From an optimization exercise on the open Yosys and OpenROAD flow, aimed at small area and a short achievable clock period; shortcuts taken in it are not production practice.
RTL that was checked went through simulation tests only; none was proved equivalent to the original.

==> inputs of 08-15 <==
==> flow/design.v <==
package ram_arb_pkg;
    function automatic int calc_id_width(input int num_req);
        calc_id_width = (num_req > 1) ? $clog2(num_req) : 1;
    endfunction
endpackage
module ram_s1p1c #(
    parameter  int WORD_WIDTH = 8,
    parameter  int NROW       = 16,
    parameter  int NCOL       = 16
) (
    input  logic                              clk_i,
    input  logic [NROW-1:0]                   row_rd_i,
    input  logic [NCOL-1:0]                   col_i,
    input  logic [NROW-1:0]                   wrow_n_i,
    input  logic [NCOL-1:0]                   wcol_n_i,
    input  logic [WORD_WIDTH-1:0]             wdata_i,
    output logic [WORD_WIDTH-1:0][NROW/4-1:0] rgrp_o
);
    logic [WORD_WIDTH-1:0] mem_q [NROW][NCOL];
    logic [NCOL-1:0]       wen [NROW];
    for (genvar r = 0; r < NROW; r++) begin : g_wen_row
        for (genvar c = 0; c < NCOL; c++) begin : g_wen_col
            ram_nor2 u_nor (.a_i (wrow_n_i[r]), .b_i (wcol_n_i[c]), .y_o (wen[r][c]));
        end
    end
    always_ff @(posedge clk_i) begin
        for (int r = 0; r < NROW; r++) begin
            for (int c = 0; c < NCOL; c++) begin
                if (wen[r][c]) begin
                    mem_q[r][c] <= wdata_i;
                end
            end
        end
    end
    logic [NROW-1:0] row_n [WORD_WIDTH];
    for (genvar b = 0; b < WORD_WIDTH; b++) begin : g_bit
        for (genvar r = 0; r < NROW; r++) begin : g_row
            logic [NCOL/8-1:0] s;
            for (genvar k = 0; k < NCOL/8; k++) begin : g_ao
                logic [7:0] d;
                for (genvar j = 0; j < 8; j++) begin : g_d
                    assign d[j] = mem_q[r][8*k+j][b];
                end
                ram_ao8 u_ao (.sel_i (col_i[8*k +: 8]), .d_i (d), .y_o (s[k]));
            end
            ram_oai21 u_oai (
                .a1_i (s[0]), .a2_i (s[1]), .b_i (row_rd_i[r]), .y_o (row_n[b][r])
            );
        end
        for (genvar k = 0; k < NROW/4; k++) begin : g_rnand
            ram_nand4 u_nand (
                .a_i (row_n[b][4*k]), .b_i (row_n[b][4*k+1]),
                .c_i (row_n[b][4*k+2]), .d_i (row_n[b][4*k+3]),
                .y_o (rgrp_o[b][k])
            );
        end
    end
endmodule
module ram_ao8 (
    input  logic [7:0] sel_i,
    input  logic [7:0] d_i,
    output logic       y_o
);
    assign y_o = |(sel_i & d_i);
endmodule
module ram_ao4 (
    input  logic [3:0] sel_i,
    input  logic [3:0] d_i,
    output logic       y_o
);
    assign y_o = |(sel_i & d_i);
endmodule
module ram_nor2 (
    input  logic a_i, b_i,
    output logic y_o
);
    assign y_o = !(a_i | b_i);
endmodule
module ram_nand2 (
    input  logic a_i, b_i,
    output logic y_o
);
    assign y_o = !(a_i & b_i);
endmodule
module ram_a21o (
    input  logic a1_i, a2_i, b_i,
    output logic y_o
);
    assign y_o = (a1_i & a2_i) | b_i;
endmodule
module ram_a31o (
    input  logic a1_i, a2_i, a3_i, b_i,
    output logic y_o
);
    assign y_o = (a1_i & a2_i & a3_i) | b_i;
endmodule
module ram_nand4 (
    input  logic a_i, b_i, c_i, d_i,
    output logic y_o
);
    assign y_o = !(a_i & b_i & c_i & d_i);
endmodule
module ram_oai21 (
    input  logic a1_i, a2_i, b_i,
    output logic y_o
);
    assign y_o = !((a1_i | a2_i) & b_i);
endmodule
module ram_s1p1c_arb #(
    parameter  int NUM_REQ    = 4,
    parameter  int WORD_WIDTH = 8,
    parameter  int WORD_COUNT = 256,
    localparam int ADDR_WIDTH = $clog2(WORD_COUNT),
    localparam int ID_WIDTH   = ram_arb_pkg::calc_id_width(NUM_REQ)
) (
    input  logic                                 clk_i,
    input  logic                                 rstn_i,
    input  logic [NUM_REQ-1:0]                   req_valid_i,
    output logic [NUM_REQ-1:0]                   req_ready_o,
    input  logic [NUM_REQ-1:0]                   req_we_i,
    input  logic [NUM_REQ-1:0]                   req_lock_i,
    input  logic [NUM_REQ-1:0][ADDR_WIDTH-1:0]   req_addr_i,
    input  logic [NUM_REQ-1:0][WORD_WIDTH-1:0]   req_data_i,
    output logic [NUM_REQ-1:0]                   rsp_valid_o,
    output logic [ID_WIDTH-1:0]                  rsp_id_o,
    output logic [WORD_WIDTH-1:0]                rsp_data_o
);
    localparam int CB   = ADDR_WIDTH / 2;
    localparam int RB   = ADDR_WIDTH - CB;
    localparam int NCOL = 1 << CB;
    localparam int NROW = 1 << RB;
    logic [NUM_REQ-1:0][NUM_REQ-1:0] blk_q, blk_d;
    logic [NUM_REQ-1:0]    ptr_q;
    logic [NUM_REQ-1:0]    term, term_c, term_w, gnt, gnt_rd;
    logic [NUM_REQ-1:0]    ptr_d, own_d;
    logic                  lock_d;
    logic [NUM_REQ-1:0]                   rd_q;
    logic [ID_WIDTH-1:0]                  rd_id_q, rd_id_d;
    logic [WORD_WIDTH-1:0][NROW/4-1:0]    rgrp_q;
    logic [ID_WIDTH-1:0]                  id_hold_q, id_hold_d, id_hm_q;
    logic [WORD_WIDTH-1:0]                data_hold_q, data_hold_d, data_hm_q;
    logic                                 rd_vld_d;
    logic [NROW-1:0]       x_rd [NUM_REQ];
    logic [NROW-1:0]       x_we [NUM_REQ];
    logic [NCOL-1:0]       x_col [NUM_REQ];
    logic [WORD_WIDTH-1:0] x_dat [NUM_REQ];
    logic [NROW-1:0]       row_rd, row_we;
    logic [NCOL-1:0]       col;
    logic [WORD_WIDTH-1:0] wdata;
    logic [WORD_WIDTH-1:0][NROW/4-1:0] ram_rgrp;
    logic [WORD_WIDTH-1:0] rdata;
    logic [WORD_WIDTH-1:0] data_oth;
    logic [NROW-1:0]       pw_row_n_q;
    logic [NCOL-1:0]       pw_col_n_q;
    logic [WORD_WIDTH-1:0] pw_data_q;
    logic                  hit;
    logic [WORD_WIDTH-1:0] hd_q;
    logic                  nh_q;
    logic [WORD_WIDTH-1:0] rtree;
    logic [ID_WIDTH-1:0]   id_oth;
    for (genvar i = 0; i < NUM_REQ; i++) begin : g_term
        ram_unblk #(.N (NUM_REQ)) u_term (
            .blk_i (blk_q[i]), .valid_i (req_valid_i), .y_o (term[i])
        );
        ram_unblk #(.N (NUM_REQ)) u_term_c (
            .blk_i (blk_q[i]), .valid_i (req_valid_i), .y_o (term_c[i])
        );
        ram_unblk #(.N (NUM_REQ)) u_term_w (
            .blk_i (blk_q[i]), .valid_i (req_valid_i), .y_o (term_w[i])
        );
    end
    ram_grant #(.N (NUM_REQ)) u_gnt_out (
        .rstn_i (rstn_i), .blk_i (blk_q), .valid_i (req_valid_i), .gnt_o (req_ready_o)
    );
    ram_grant #(.N (NUM_REQ)) u_gnt (
        .rstn_i (rstn_i), .blk_i (blk_q), .valid_i (req_valid_i), .gnt_o (gnt)
    );
    assign gnt_rd = gnt & ~req_we_i;
    always_comb begin
        for (int i = 0; i < NUM_REQ; i++) begin
            for (int r = 0; r < NROW; r++) begin
                x_rd[i][r] = rstn_i & req_valid_i[i] & !req_we_i[i] &
                             (req_addr_i[i][ADDR_WIDTH-1:CB] == RB'(r));
                x_we[i][r] = rstn_i & req_valid_i[i] & req_we_i[i] &
                             (req_addr_i[i][ADDR_WIDTH-1:CB] == RB'(r));
            end
            for (int c = 0; c < NCOL; c++) begin
                x_col[i][c] = req_valid_i[i] & (req_addr_i[i][CB-1:0] == CB'(c));
            end
            x_dat[i] = {WORD_WIDTH{req_valid_i[i]}} & req_data_i[i];
        end
    end
    for (genvar r = 0; r < NROW; r++) begin : g_row_sel
        logic [NUM_REQ-1:0] drd, dwe;
        for (genvar i = 0; i < NUM_REQ; i++) begin : g_req
            assign drd[i] = x_rd[i][r];
            assign dwe[i] = x_we[i][r];
        end
        ram_ao4 u_rd (.sel_i (term), .d_i (drd), .y_o (row_rd[r]));
        ram_ao4 u_we (.sel_i (term_w), .d_i (dwe), .y_o (row_we[r]));
    end
    for (genvar c = 0; c < NCOL; c++) begin : g_col_sel
        logic [NUM_REQ-1:0] dc;
        for (genvar i = 0; i < NUM_REQ; i++) begin : g_req
            assign dc[i] = x_col[i][c];
        end
        ram_ao4 u_col (.sel_i (term_c), .d_i (dc), .y_o (col[c]));
    end
    for (genvar b = 0; b < WORD_WIDTH; b++) begin : g_dat_sel
        logic [NUM_REQ-1:0] dd;
        for (genvar i = 0; i < NUM_REQ; i++) begin : g_req
            assign dd[i] = x_dat[i][b];
        end
        ram_ao4 u_dat (.sel_i (term_w), .d_i (dd), .y_o (wdata[b]));
    end
    always_comb begin
        own_d  = gnt & req_lock_i;
        lock_d = |own_d;
        for (int i = 0; i < NUM_REQ; i++) begin
            ptr_d[i] = (|gnt) ? gnt[(i + NUM_REQ - 1) % NUM_REQ] : ptr_q[i];
        end
        for (int i = 0; i < NUM_REQ; i++) begin
            for (int j = 0; j < NUM_REQ; j++) begin
                logic is_before;
                is_before = 1'b0;
                for (int p = 0; p < NUM_REQ; p++) begin
                    if (((j - p + NUM_REQ) % NUM_REQ) < ((i - p + NUM_REQ) % NUM_REQ)) begin
                        is_before = is_before | ptr_d[p];
                    end
                end
                blk_d[i][j] = lock_d ? ((i == j) && !own_d[i]) : is_before;
            end
        end
    end
    always_ff @(posedge clk_i) begin
        if (!rstn_i) begin
            ptr_q <= NUM_REQ'(1);
            for (int i = 0; i < NUM_REQ; i++) begin
                for (int j = 0; j < NUM_REQ; j++) begin
                    blk_q[i][j] <= (j < i);
                end
            end
        end else begin
            ptr_q <= ptr_d;
            blk_q <= blk_d;
        end
    end
    ram_s1p1c #(
        .WORD_WIDTH (WORD_WIDTH),
        .NROW       (NROW),
        .NCOL       (NCOL)
    ) u_ram (
        .clk_i    (clk_i),
        .row_rd_i (row_rd),
        .col_i    (col),
        .wrow_n_i (pw_row_n_q),
        .wcol_n_i (pw_col_n_q),
        .wdata_i  (pw_data_q),
        .rgrp_o   (ram_rgrp)
    );
    assign hit = (|(row_rd & ~pw_row_n_q)) & (|(col & ~pw_col_n_q));
    always_ff @(posedge clk_i) begin
        pw_row_n_q <= ~row_we;
        pw_col_n_q <= ~col;
        pw_data_q  <= wdata;
        hd_q       <= pw_data_q & {WORD_WIDTH{hit}};
        nh_q       <= !hit;
    end
    always_comb begin
        rd_id_d = '0;
        for (int i = 0; i < NUM_REQ; i++) begin
            if (gnt_rd[i]) rd_id_d = rd_id_d | ID_WIDTH'(i);
        end
        rd_vld_d = |gnt_rd;
        data_hold_d = {WORD_WIDTH{rstn_i}} & (rdata | data_hm_q);
        id_hold_d   = {ID_WIDTH{rstn_i}} & (rd_id_q | id_hm_q);
        data_oth = rstn_i ? (hd_q | data_hm_q) : data_hold_q;
        id_oth   = rstn_i ? id_hm_q : id_hold_q;
    end
    for (genvar b = 0; b < WORD_WIDTH; b++) begin : g_rsp_data
        logic n01, n23;
        ram_nor2  u_n01 (.a_i (rgrp_q[b][0]), .b_i (rgrp_q[b][1]), .y_o (n01));
        ram_nor2  u_n23 (.a_i (rgrp_q[b][2]), .b_i (rgrp_q[b][3]), .y_o (n23));
        ram_nand2 u_or  (.a_i (n01), .b_i (n23), .y_o (rtree[b]));
        ram_a31o  u_out (.a1_i (rstn_i), .a2_i (rtree[b]), .a3_i (nh_q), .b_i (data_oth[b]),
                         .y_o (rsp_data_o[b]));
        assign rdata[b] = (rtree[b] & nh_q) | hd_q[b];
    end
    for (genvar k = 0; k < ID_WIDTH; k++) begin : g_rsp_id
        ram_a21o  u_out (.a1_i (rstn_i), .a2_i (rd_id_q[k]), .b_i (id_oth[k]),
                         .y_o (rsp_id_o[k]));
    end
    always_ff @(posedge clk_i) begin
        rd_q        <= gnt_rd;
        rd_id_q     <= rd_id_d;
        rgrp_q      <= ram_rgrp;
        data_hold_q <= data_hold_d;
        id_hold_q   <= id_hold_d;
        data_hm_q   <= data_hold_d & {WORD_WIDTH{!rd_vld_d}};
        id_hm_q     <= id_hold_d & {ID_WIDTH{!rd_vld_d}};
    end
    assign rsp_valid_o = rd_q & {NUM_REQ{rstn_i}};
endmodule
module ram_unblk #(
    parameter int N = 4
) (
    input  logic [N-1:0] blk_i,
    input  logic [N-1:0] valid_i,
    output logic         y_o
);
    assign y_o = !(|(blk_i & valid_i));
endmodule
module ram_grant #(
    parameter int N = 4
) (
    input  logic                  rstn_i,
    input  logic [N-1:0][N-1:0]   blk_i,
    input  logic [N-1:0]          valid_i,
    output logic [N-1:0]          gnt_o
);
    for (genvar i = 0; i < N; i++) begin : g_req
        logic y01, y23;
        ram_aoi22 u_a01 (.a1_i (blk_i[i][0]), .a2_i (valid_i[0]),
                         .b1_i (blk_i[i][1]), .b2_i (valid_i[1]), .y_o (y01));
        ram_aoi22 u_a23 (.a1_i (blk_i[i][2]), .a2_i (valid_i[2]),
                         .b1_i (blk_i[i][3]), .b2_i (valid_i[3]), .y_o (y23));
        ram_and4  u_and (.a_i (rstn_i), .b_i (valid_i[i]), .c_i (y01), .d_i (y23),
                         .y_o (gnt_o[i]));
    end
endmodule
module ram_aoi22 (
    input  logic a1_i, a2_i, b1_i, b2_i,
    output logic y_o
);
    assign y_o = !((a1_i & a2_i) | (b1_i & b2_i));
endmodule
module ram_and4 (
    input  logic a_i, b_i, c_i, d_i,
    output logic y_o
);
    assign y_o = a_i & b_i & c_i & d_i;
endmodule
==> flow/flow/run.sh <==
#!/bin/bash
# Layout flow: the standard flow, with port buffers of a fixed cell type and with
# resizing free to change a cell's footprint.
export BUFFER_PORTS_ARGS="-buffer_cell sky130_fd_sc_hd__buf_4"
bash standard.sh MATCH_CELL_FOOTPRINT=0 finish > standard.log 2>&1
==> flow/standard.sh <==
#!/bin/bash
# synth_recipe.tcl (not shown) runs the flow's synth.tcl, then flattens the netlist and writes it again
# the make line also repeats each setting of config.mk as NAME=value (left out here)
make -C /OpenROAD-flow-scripts/flow DESIGN_CONFIG=/design/flow/config.mk WORK_HOME=/design/flow/orfs CLKGATE_MAP_FILE= SYNTH_SCRIPT=/design/flow/synth_recipe.tcl "${@:-finish}"
==> flow/config.mk <==
export PLATFORM = sky130hd
export DESIGN_NAME = ram_s1p1c_arb
export DESIGN_NICKNAME = ram_s1p1c_arb
export VERILOG_FILES = /design/flow/design.v
export SDC_FILE = /design/flow/constraint.sdc
export NUM_CORES = 4
export LEC_CHECK = 0
export CAP_MARGIN = 20
export CORE_MARGIN = 2
export CORE_UTILIZATION = 70
export CTS_CLUSTER_DIAMETER = 100
export CTS_CLUSTER_SIZE = 26
export PLACE_DENSITY = 0.78
export SETUP_SLACK_MARGIN = 2.0
export SLEW_MARGIN = 20
export SYNTH_HIERARCHICAL = 1
==> flow/constraint.sdc <==
create_clock -name core_clock -period 5.0 [get_ports {clk_i}]
set_input_delay 1.0000 -clock core_clock [delete_from_list [all_inputs] [get_ports {clk_i}]]
set_output_delay 1.0000 -clock core_clock [all_outputs]
set_load 0.01 [all_outputs]
==> inputs of 04-03, as changes to 08-15 <==
--- a/flow/design.v
+++ b/flow/design.v
@@ -12,3 +12,3 @@
     input  logic [NROW-1:0]                   row_rd_i,
-    input  logic [NCOL-1:0]                   col_i,
+    input  logic [1:0][NCOL-1:0]              col_i,
     input  logic [NROW-1:0]                   wrow_n_i,
@@ -43,3 +43,3 @@
                 end
-                ram_ao8 u_ao (.sel_i (col_i[8*k +: 8]), .d_i (d), .y_o (s[k]));
+                ram_ao8 u_ao (.sel_i (col_i[2*b/WORD_WIDTH][8*k +: 8]), .d_i (d), .y_o (s[k]));
             end
@@ -133,3 +133,3 @@
     logic [NUM_REQ-1:0]    ptr_q;
-    logic [NUM_REQ-1:0]    term, term_c, term_w, gnt, gnt_rd;
+    logic [NUM_REQ-1:0]    gnt, gnt_rd;
     logic [NUM_REQ-1:0]    ptr_d, own_d;
@@ -142,8 +142,7 @@
     logic                                 rd_vld_d;
-    logic [NROW-1:0]       x_rd [NUM_REQ];
-    logic [NROW-1:0]       x_we [NUM_REQ];
-    logic [NCOL-1:0]       x_col [NUM_REQ];
-    logic [WORD_WIDTH-1:0] x_dat [NUM_REQ];
+    logic [NUM_REQ-1:0][3:0] lo_row, hi_row, lo_col, hi_col;
+    logic [NUM_REQ-1:0][NROW-1:0] dec_row;
+    logic [NUM_REQ-1:0]      q_rd, gnt_we;
     logic [NROW-1:0]       row_rd, row_we;
-    logic [NCOL-1:0]       col;
+    logic [1:0][NCOL-1:0]  col;           
     logic [WORD_WIDTH-1:0] wdata;
@@ -160,12 +159,13 @@
     logic [ID_WIDTH-1:0]   id_oth;
-    for (genvar i = 0; i < NUM_REQ; i++) begin : g_term
-        ram_unblk #(.N (NUM_REQ)) u_term (
-            .blk_i (blk_q[i]), .valid_i (req_valid_i), .y_o (term[i])
-        );
-        ram_unblk #(.N (NUM_REQ)) u_term_c (
-            .blk_i (blk_q[i]), .valid_i (req_valid_i), .y_o (term_c[i])
-        );
-        ram_unblk #(.N (NUM_REQ)) u_term_w (
-            .blk_i (blk_q[i]), .valid_i (req_valid_i), .y_o (term_w[i])
-        );
+    logic [2:0][NUM_REQ-1:0][1:0] ub;
+    for (genvar g = 0; g < 3; g++) begin : g_ub
+        for (genvar i = 0; i < NUM_REQ; i++) begin : g_req
+            for (genvar k = 0; k < 2; k++) begin : g_half
+                ram_aoi22 u_aoi (
+                    .a1_i (blk_q[i][2*k]),   .a2_i (req_valid_i[2*k]),
+                    .b1_i (blk_q[i][2*k+1]), .b2_i (req_valid_i[2*k+1]),
+                    .y_o  (ub[g][i][k])
+                );
+            end
+        end
     end
@@ -180,29 +180,36 @@
         for (int i = 0; i < NUM_REQ; i++) begin
-            for (int r = 0; r < NROW; r++) begin
-                x_rd[i][r] = rstn_i & req_valid_i[i] & !req_we_i[i] &
-                             (req_addr_i[i][ADDR_WIDTH-1:CB] == RB'(r));
-                x_we[i][r] = rstn_i & req_valid_i[i] & req_we_i[i] &
-                             (req_addr_i[i][ADDR_WIDTH-1:CB] == RB'(r));
+            q_rd[i] = rstn_i & req_valid_i[i] & !req_we_i[i];
+            for (int k = 0; k < 4; k++) begin
+                lo_row[i][k] = q_rd[i] & (req_addr_i[i][5:4] == 2'(k));
+                hi_row[i][k] = (req_addr_i[i][7:6] == 2'(k));
+                lo_col[i][k] = req_valid_i[i] & (req_addr_i[i][1:0] == 2'(k));
+                hi_col[i][k] = (req_addr_i[i][3:2] == 2'(k));
             end
-            for (int c = 0; c < NCOL; c++) begin
-                x_col[i][c] = req_valid_i[i] & (req_addr_i[i][CB-1:0] == CB'(c));
+            for (int r = 0; r < NROW; r++) begin
+                dec_row[i][r] = (req_addr_i[i][ADDR_WIDTH-1:CB] == RB'(r));
             end
-            x_dat[i] = {WORD_WIDTH{req_valid_i[i]}} & req_data_i[i];
         end
+        gnt_we = gnt & req_we_i;
     end
     for (genvar r = 0; r < NROW; r++) begin : g_row_sel
-        logic [NUM_REQ-1:0] drd, dwe;
+        logic [NUM_REQ-1:0] dwe, t_n;
         for (genvar i = 0; i < NUM_REQ; i++) begin : g_req
-            assign drd[i] = x_rd[i][r];
-            assign dwe[i] = x_we[i][r];
-        end
-        ram_ao4 u_rd (.sel_i (term), .d_i (drd), .y_o (row_rd[r]));
-        ram_ao4 u_we (.sel_i (term_w), .d_i (dwe), .y_o (row_we[r]));
+            assign dwe[i] = dec_row[i][r];
+            ram_nand4 u_t (.a_i (lo_row[i][r%4]), .b_i (hi_row[i][r/4]),
+                           .c_i (ub[0][i][0]), .d_i (ub[0][i][1]), .y_o (t_n[i]));
+        end
+        ram_nand4 u_rd (.a_i (t_n[0]), .b_i (t_n[1]), .c_i (t_n[2]), .d_i (t_n[3]),
+                        .y_o (row_rd[r]));
+        ram_ao4 u_we (.sel_i (gnt_we), .d_i (dwe), .y_o (row_we[r]));
     end
     for (genvar c = 0; c < NCOL; c++) begin : g_col_sel
-        logic [NUM_REQ-1:0] dc;
-        for (genvar i = 0; i < NUM_REQ; i++) begin : g_req
-            assign dc[i] = x_col[i][c];
+        for (genvar h = 0; h < 2; h++) begin : g_half
+            logic [NUM_REQ-1:0] t_n;
+            for (genvar i = 0; i < NUM_REQ; i++) begin : g_req
+                ram_nand4 u_t (.a_i (lo_col[i][c%4]), .b_i (hi_col[i][c/4]),
+                               .c_i (ub[1+h][i][0]), .d_i (ub[1+h][i][1]), .y_o (t_n[i]));
+            end
+            ram_nand4 u_col (.a_i (t_n[0]), .b_i (t_n[1]), .c_i (t_n[2]), .d_i (t_n[3]),
+                             .y_o (col[h][c]));
         end
-        ram_ao4 u_col (.sel_i (term_c), .d_i (dc), .y_o (col[c]));
     end
@@ -211,5 +218,5 @@
         for (genvar i = 0; i < NUM_REQ; i++) begin : g_req
-            assign dd[i] = x_dat[i][b];
+            assign dd[i] = req_data_i[i][b];
         end
-        ram_ao4 u_dat (.sel_i (term_w), .d_i (dd), .y_o (wdata[b]));
+        ram_ao4 u_dat (.sel_i (gnt), .d_i (dd), .y_o (wdata[b]));
     end
@@ -260,6 +267,6 @@
     );
-    assign hit = (|(row_rd & ~pw_row_n_q)) & (|(col & ~pw_col_n_q));
+    assign hit = (|(row_rd & ~pw_row_n_q)) & (|(col[0] & ~pw_col_n_q));
     always_ff @(posedge clk_i) begin
         pw_row_n_q <= ~row_we;
-        pw_col_n_q <= ~col;
+        pw_col_n_q <= ~col[0];
         pw_data_q  <= wdata;
@@ -284,4 +291,9 @@
         ram_nand2 u_or  (.a_i (n01), .b_i (n23), .y_o (rtree[b]));
-        ram_a31o  u_out (.a1_i (rstn_i), .a2_i (rtree[b]), .a3_i (nh_q), .b_i (data_oth[b]),
-                         .y_o (rsp_data_o[b]));
+        logic x01_n, x23_n, oth_n;
+        assign oth_n = !data_oth[b];
+        ram_o211ai u_x01 (.a1_i (rgrp_q[b][0]), .a2_i (rgrp_q[b][1]), .b_i (rstn_i),
+                          .c_i (nh_q), .y_o (x01_n));
+        ram_o211ai u_x23 (.a1_i (rgrp_q[b][2]), .a2_i (rgrp_q[b][3]), .b_i (rstn_i),
+                          .c_i (nh_q), .y_o (x23_n));
+        ram_nand3  u_out (.a_i (x01_n), .b_i (x23_n), .c_i (oth_n), .y_o (rsp_data_o[b]));
         assign rdata[b] = (rtree[b] & nh_q) | hd_q[b];
@@ -336,2 +348,14 @@
 endmodule
+module ram_nand3 (
+    input  logic a_i, b_i, c_i,
+    output logic y_o
+);
+    assign y_o = !(a_i & b_i & c_i);
+endmodule
+module ram_o211ai (
+    input  logic a1_i, a2_i, b_i, c_i,
+    output logic y_o
+);
+    assign y_o = !((a1_i | a2_i) & b_i & c_i);
+endmodule
 module ram_and4 (
==> flow/flow/run.sh (replaced) <==
#!/bin/bash
# Layout flow: the standard flow, with port buffers of a fixed cell type, resizing free
# to change a cell's footprint, and clock tree synthesis without dummy loads.
export BUFFER_PORTS_ARGS="-buffer_cell sky130_fd_sc_hd__buf_4"
bash standard.sh MATCH_CELL_FOOTPRINT=0 \
  "CTS_ARGS=-sink_clustering_enable -repair_clock_nets -sink_clustering_size 26 -sink_clustering_max_diameter 100 -dont_use_dummy_load" \
  finish > standard.log 2>&1
--- a/flow/config.mk
+++ b/flow/config.mk
@@ -9,7 +9,7 @@
 export CORE_MARGIN = 2
-export CORE_UTILIZATION = 70
+export CORE_UTILIZATION = 60
 export CTS_CLUSTER_DIAMETER = 100
 export CTS_CLUSTER_SIZE = 26
-export PLACE_DENSITY = 0.78
-export SETUP_SLACK_MARGIN = 2.0
+export PLACE_DENSITY = 0.85
+export SETUP_SLACK_MARGIN = 2.25
 export SLEW_MARGIN = 20
==> out/metrics.cfg <==
[run_status]
outcome=finished clean

[worst_hold_path]
whs_endpoint=blk_q[0]

[setup_path]
r2r_setup_slack_ns=2.20

[power]
p_int_uw=24700

[floorplan]
floorplan.initialDensity_pct=60.6

[sta]
final.period_utilization_pct=57.5
worst_hold_slack_ns=0.443

[grt]
grt_first_pass_wirelength_mm=339

[end of results for 04-03]
==> out/metrics.cfg <==
[run_status]
outcome=finished clean

[sta]
final.period_utilization_pct=62.3
worst_hold_slack_ns=0.499

[power]
p_int_uw=25300
vdd_drop_max_uv=411

[floorplan]
floorplan.initialDensity_pct=70.7

[grt]
grt_first_pass_wirelength_mm=322

[setup_path]
r2r_setup_slack_ns=1.93

[end of results for 08-15]
No functional check of the RTL was part of 08-15.

afterwards: timing with drivers on the ports:
No port has a modelled driver above. Below, the same layouts with a new extraction and two added sets of constraints. Step 1 assumes that a clkbuf_16 drives the clock port and a buf_2 every other input. Step 2 also shifts input and output timing later by t, the mid clock arrival at the registers, as if the neighbouring blocks saw the same clock. a / b / c = ideal / step 1 / step 2; a / b = the first two.
run	t, ns	setup slack, ns	worst setup path after step 2	latest minus earliest clock arrival (ns)	worst register clock-pin slew, ns
08-15	0.809	1.885 / 1.798 / 1.083	input to register	0.070 / 0.070	0.11 / 0.11
04-03	0.819	2.126 / 2.038 / 1.383	input to register	0.084 / 0.083	0.10 / 0.10
After both steps every run listed still meets setup and hold. For 08-15, which loses most, drivers alone change the setup slack by -0.087 ns; drivers and shift together by -0.802 ns.
